This design comes from an exercise in tuning for small area on the open sky130 flow, not from production work.
The RTL was checked by simulation tests, not by an equivalence proof against the original design.
The clock input has no modelled driver; a real chip could not lean on it and would need a root buffer or a full tree.
No activity file was given, so power comes from the tool's default toggle rates.

Setup of run a:
// line_window_buffer
module line_window_buffer
#(
    parameter int DATA_W = edge_pkg::EDGE_DATA_W,
    parameter int LINE_W = edge_pkg::EDGE_LINE_W,
    parameter int ROWS   = 3,
    parameter int Y_W    = 16
) (
    input  logic                   clk,
    input  logic                   rst_n,
    input  logic                   in_valid,
    output logic                   in_ready,
    input  logic [DATA_W-1:0]      in_data,
    input  logic                   in_sof,
    output logic                   out_valid,
    input  logic                   out_ready,
    output logic [ROWS*DATA_W-1:0] out_col,
    output logic [edge_pkg::addr_w(LINE_W)-1:0] out_x,
    output logic [Y_W-1:0]         out_y,
    output logic                   out_win_ok
);
==> flow/config.mk <==
export PLATFORM = sky130hd
export DESIGN_NAME = line_window_buffer
export DESIGN_NICKNAME = line_window_buffer
export VERILOG_FILES = /design/flow/design.v
export SDC_FILE = /design/flow/constraint.sdc
export NUM_CORES = 4
export LEC_CHECK = 0
export ABC_AREA = 1
export CAP_MARGIN = 20
export CORE_MARGIN = 2
export CORE_UTILIZATION = 50
export PLACE_DENSITY = 0.6
export SLEW_MARGIN = 20
==> flow/constraint.sdc <==
create_clock -name core_clock -period 10.0 [get_ports {clk}]
set_input_delay 2.0000 -clock core_clock [delete_from_list [all_inputs] [get_ports {clk}]]
set_output_delay 2.0000 -clock core_clock [all_outputs]
set_load 0.01 [all_outputs]
run.sh (not shown) runs the stock make flow with config.mk's settings and CLKGATE_MAP_FILE= SYNTH_SCRIPT=/design/flow/synth_recipe.tcl, a recipe that flattens the netlist after the stock synthesis.
The following lists how run b was set up differently from run a:
- a change of CORE_UTILIZATION from 50 to 70
- a change of PLACE_DENSITY from 0.6 to 0.75
==> flow/flow/run.sh (new file) <==
#!/bin/bash
# Standard ORFS layout (the standard.sh) with two changes:
#  - ports are buffered with the smallest buffer (buf_1) instead of the default choice;
#  - CTS clusters up to 30 flip-flops per leaf buffer and inserts no dummy loads.
set -euo pipefail
export BUFFER_PORTS_ARGS="-buffer_cell sky130_fd_sc_hd__buf_1"
export CTS_ARGS="-sink_clustering_enable -repair_clock_nets -dont_use_dummy_load -sink_clustering_size 30 -sink_clustering_max_diameter 80"
bash standard.sh finish > flow_make.log 2>&1
==> flow/standard.sh (new file) <==
#!/bin/bash
# synth_recipe.tcl (not shown) runs the flow's synth.tcl, then flattens the netlist and writes it again
# the make line also repeats each setting of config.mk as NAME=value (left out here)
make -C /OpenROAD-flow-scripts/flow DESIGN_CONFIG=/design/flow/config.mk WORK_HOME=/design/flow/orfs CLKGATE_MAP_FILE= SYNTH_SCRIPT=/design/flow/synth_recipe.tcl "${@:-finish}"
removed: flow/run.sh
==> comparison <==
Going from run a to run b, overall power after layout lower; routed via count divided by cell count higher; core utilization higher.
Re total combinational power: run a was higher than run b.
Chip width shrinks by more than 10% when moving from run a to run b.
Minimum setup slack in the final design on run b is ahead of run a.
Taking run a as the reference, in run b post-CTS clock slew at the launch and capture registers of the worst setup and hold paths moved up, global-route usage over all layers up 3.0 points.

========
Setup of MS:
Starting RTL as in the previous note.
==> flow/design.v (excerpt) <==
module line_window_buffer
#(
    parameter int DATA_W = edge_pkg::EDGE_DATA_W,
    parameter int LINE_W = edge_pkg::EDGE_LINE_W,
    parameter int ROWS   = 3,
    parameter int Y_W    = 16
) (
    input  logic                   clk,
    input  logic                   rst_n,
    input  logic                   in_valid,
    output logic                   in_ready,
    input  logic [DATA_W-1:0]      in_data,
    input  logic                   in_sof,
    output logic                   out_valid,
    input  logic                   out_ready,
    output logic [ROWS*DATA_W-1:0] out_col,
    output logic [edge_pkg::addr_w(LINE_W)-1:0] out_x,
    output logic [Y_W-1:0]         out_y,
    output logic                   out_win_ok
);
    localparam int X_W   = edge_pkg::addr_w(LINE_W);
    localparam int DEPTH = (ROWS - 1) * LINE_W + 1;
    logic                    accept;
    logic                    vld_p1;
    logic                    fresh;      
    logic [X_W-1:0]          x_p1, x_p0;
    logic [Y_W-1:0]          y_p1, y_p0;
    logic [DEPTH*DATA_W-1:0] chain;
    always_comb begin
        in_ready = !vld_p1 || out_ready;
        accept   = in_valid && in_ready;
        if (in_sof || fresh) begin
            x_p0 = '0;
            y_p0 = '0;
        end else if (x_p1 == X_W'(LINE_W - 1)) begin
            x_p0 = '0;
            y_p0 = (&y_p1) ? y_p1 : y_p1 + Y_W'(1);
        end else begin
            x_p0 = x_p1 + X_W'(1);
            y_p0 = y_p1;
        end
    end
    always_ff @(posedge clk or negedge rst_n) begin
        if (!rst_n) begin
            vld_p1 <= 1'b0;
  ...
export LEC_CHECK = 0
export ABC_AREA = 1
export CAP_MARGIN = 20
export CORE_MARGIN = 2
export CORE_UTILIZATION = 70
export PLACE_DENSITY = 0.75
export SLEW_MARGIN = 20
create_clock -name core_clock -period 10.0 [get_ports {clk}]
standard.sh (not shown) runs the stock make flow with config.mk's settings and CLKGATE_MAP_FILE= SYNTH_SCRIPT=/design/flow/synth_recipe.tcl, a recipe that flattens the netlist after the stock synthesis.
==> flow/flow/run.sh <==
#!/bin/bash
# Standard ORFS layout (the standard.sh) with two changes:
#  - ports are buffered with the smallest buffer (buf_1);
#  - the clock tree is built by flow/clock_tree.tcl (recursive bisection,
#    inverter leaves) instead of TritonCTS; cts.tcl's own legalisation and
#    timing repair still run after it.
# Each step's full log is in orfs/logs/...; make's output in flow_make.log.
set -euo pipefail
export BUFFER_PORTS_ARGS="-buffer_cell sky130_fd_sc_hd__buf_1"
export PRE_CTS_TCL="$PWD/flow/clock_tree.tcl"
export CTS_LEAF_N=30
export CTS_UP_N=8
export CTS_LEVEL_MASTERS="sky130_fd_sc_hd__inv_12 sky130_fd_sc_hd__inv_16 sky130_fd_sc_hd__clkbuf_16"
bash standard.sh finish > flow_make.log 2>&1
==> flow/flow/clock_tree.tcl <==
# Hand-built clock tree, sourced by ORFS's cts.tcl through PRE_CTS_TCL.
# The clock sinks are split by recursive bisection (along the longer side
# of their bounding box) into groups of at most cts_leaf_n; each group gets a
# driver at its centroid. The drivers are grouped the same way, at most
# cts_up_n per driver, level by level up to a single root fed by the clock
# port. cts_level_masters gives the cell for each level (the last one is
# used for all higher levels); the number of inverting levels must be even.
# It runs in place of TritonCTS: cts.tcl's clock_tree_synthesis call builds
# it and marks the clock propagated. Placement is legalised by cts.tcl's detailed_placement.

set ::cts_block [ord::get_db_block]
set ::cts_db [ord::get_db]
set ::cts_count 0

proc cts_bisect {items maxn} {
  if {[llength $items] <= $maxn} { return [list $items] }
  set xs [lmap i $items {lindex $i 1}]
  set ys [lmap i $items {lindex $i 2}]
  set dx [expr {[tcl::mathfunc::max {*}$xs] - [tcl::mathfunc::min {*}$xs]}]
  set dy [expr {[tcl::mathfunc::max {*}$ys] - [tcl::mathfunc::min {*}$ys]}]
  set k [expr {$dx >= $dy ? 1 : 2}]
  set s [lsort -integer -index $k $items]
  set n [llength $s]
  set groups [expr {int(ceil(double($n) / $maxn))}]
  set h [expr {int(round(double($n) * ($groups / 2) / $groups))}]
  return [concat [cts_bisect [lrange $s 0 [expr {$h - 1}]] $maxn] \
                 [cts_bisect [lrange $s $h end] $maxn]]
}

proc cts_driver {master items level} {
  global cts_block cts_count
  incr cts_count
  set inst [odb::dbInst_create $cts_block $master "clktree_L${level}_$cts_count"]
  set net [odb::dbNet_create $cts_block "clknet_L${level}_$cts_count"]
  $net setSigType CLOCK
  set sx 0
  set sy 0
  foreach i $items {
    set it [lindex $i 0]
    $it disconnect
    $it connect $net
    set sx [expr {$sx + [lindex $i 1]}]
    set sy [expr {$sy + [lindex $i 2]}]
  }
  set n [llength $items]
  $inst setLocation [expr {int($sx / $n)}] [expr {int($sy / $n)}]
  $inst setPlacementStatus PLACED
  set ain ""
  foreach it [$inst getITerms] {
    set t [$it getMTerm]
    if {[$t getSigType] == "POWER" || [$t getSigType] == "GROUND"} { continue }
    if {[$t getIoType] == "OUTPUT"} { $it connect $net }
    if {[$t getIoType] == "INPUT"} { set ain $it }
  }
  set b [$inst getBBox]
  return [list $ain [expr {([$b xMin] + [$b xMax]) / 2}] [expr {([$b yMin] + [$b yMax]) / 2}]]
}

proc cts_build {clk_name leaf_n up_n level_masters} {
  global cts_block cts_db
  set clk_net [$cts_block findNet $clk_name]
  set cur {}
  foreach it [$clk_net getITerms] {
    set b [[$it getInst] getBBox]
    lappend cur [list $it [expr {([$b xMin] + [$b xMax]) / 2}] [expr {([$b yMin] + [$b yMax]) / 2}]]
  }
  puts "clock tree: [llength $cur] sinks on $clk_name"
  set level 0
  set maxn $leaf_n
  set inversions 0
  while {$level == 0 || [llength $cur] > 1} {
    set name [lindex $level_masters [expr {min($level, [llength $level_masters] - 1)}]]
    set master [$cts_db findMaster $name]
    if {[string match "*inv*" $name]} { incr inversions }
    set next {}
    foreach g [cts_bisect $cur $maxn] {
      lappend next [cts_driver $master $g $level]
    }
    puts "clock tree level $level: [llength $next] x $name"
    set cur $next
    set maxn $up_n
    incr level
  }
  if {$inversions % 2} { error "clock tree has an odd number of inverting levels" }
  [lindex $cur 0 0] connect $clk_net
}

# Replaces TritonCTS for cts.tcl's call (made after its repair_clock_inverters).
rename ::clock_tree_synthesis ::cts_tritoncts_unused
proc ::clock_tree_synthesis {args} {
  cts_build clk $::env(CTS_LEAF_N) $::env(CTS_UP_N) $::env(CTS_LEVEL_MASTERS)
  set_propagated_clock [all_clocks]
}
MS went all the way through synthesis, placement and routing and the layout is clean on timing, DRC and antenna.
For PW, these inputs were changed with respect to MS:
--- a/flow/flow/run.sh
+++ b/flow/flow/run.sh
@@ -10,5 +10,5 @@
 export PRE_CTS_TCL="$PWD/flow/clock_tree.tcl"
-export CTS_LEAF_N=30
+export CTS_LEAF_N=24
 export CTS_UP_N=8
-export CTS_LEVEL_MASTERS="sky130_fd_sc_hd__inv_12 sky130_fd_sc_hd__inv_16 sky130_fd_sc_hd__clkbuf_16"
+export CTS_LEVEL_MASTERS="sky130_fd_sc_hd__inv_8 sky130_fd_sc_hd__inv_12 sky130_fd_sc_hd__clkbuf_16"
 bash standard.sh finish > flow_make.log 2>&1
### Flow results
- Going from MS to PW, fraction of the mapped netlist area in simple logic gates saw little to no change, routed wire length on met2 saw a decrease, sequential share of layout area saw an increase, buffers inserted during post-CTS setup optimization saw little to no change, post-route total power saw a decrease.
- Taking MS as the reference, in PW first-pass GRT wire length +0.40%; final area ~0 delta; overall via count from detail_route +358; met1 track demand over resource +0.18 points; area overhead of the layout relative to synthesis -0.22 points.
- | detailed-route wire length | MS vs PW | ≈ equal |
No run of this note takes its clock network from TritonCTS; it comes from the design's own scripts or RTL.

==> what the ideal ports hide <==
The results above use ideal ports. As a check the final layouts listed here were re-extracted and re-timed, cells and wires unchanged. Step 1 assumes that a clkbuf_16 drives the clock port and a buf_2 every other input. Step 2 adds t to the input delays and takes it off the output delays; t is the mean of the earliest and latest rising clock arrival at the registers after step 1. Input paths then give back, and output paths get back, about the clock's delay inside the block. Three values: ideal ports, drivers, drivers and shift; two values: the first two.
| run | t (ns) | setup slack, ns | worst hold slack (ns) |
|---|---|---|---|
| run a | 0.993 | 4.849 / 4.820 / 4.375 | 0.390 / 0.390 / 0.390 |
| run b | 0.907 | 5.528 / 5.555 / 4.668 | 0.398 / 0.398 / 0.398 |
| MS | 0.925 | 5.590 / 5.561 / 4.719 | 0.408 / 0.408 / 0.408 |
| PW | 0.889 | 5.531 / 5.564 / 4.696 | 0.362 / 0.362 / 0.362 |
After both steps setup and hold are still met in every run listed. The setup slack of MS, which loses most, moves by -0.029 ns with the drivers and by -0.871 ns with both steps.
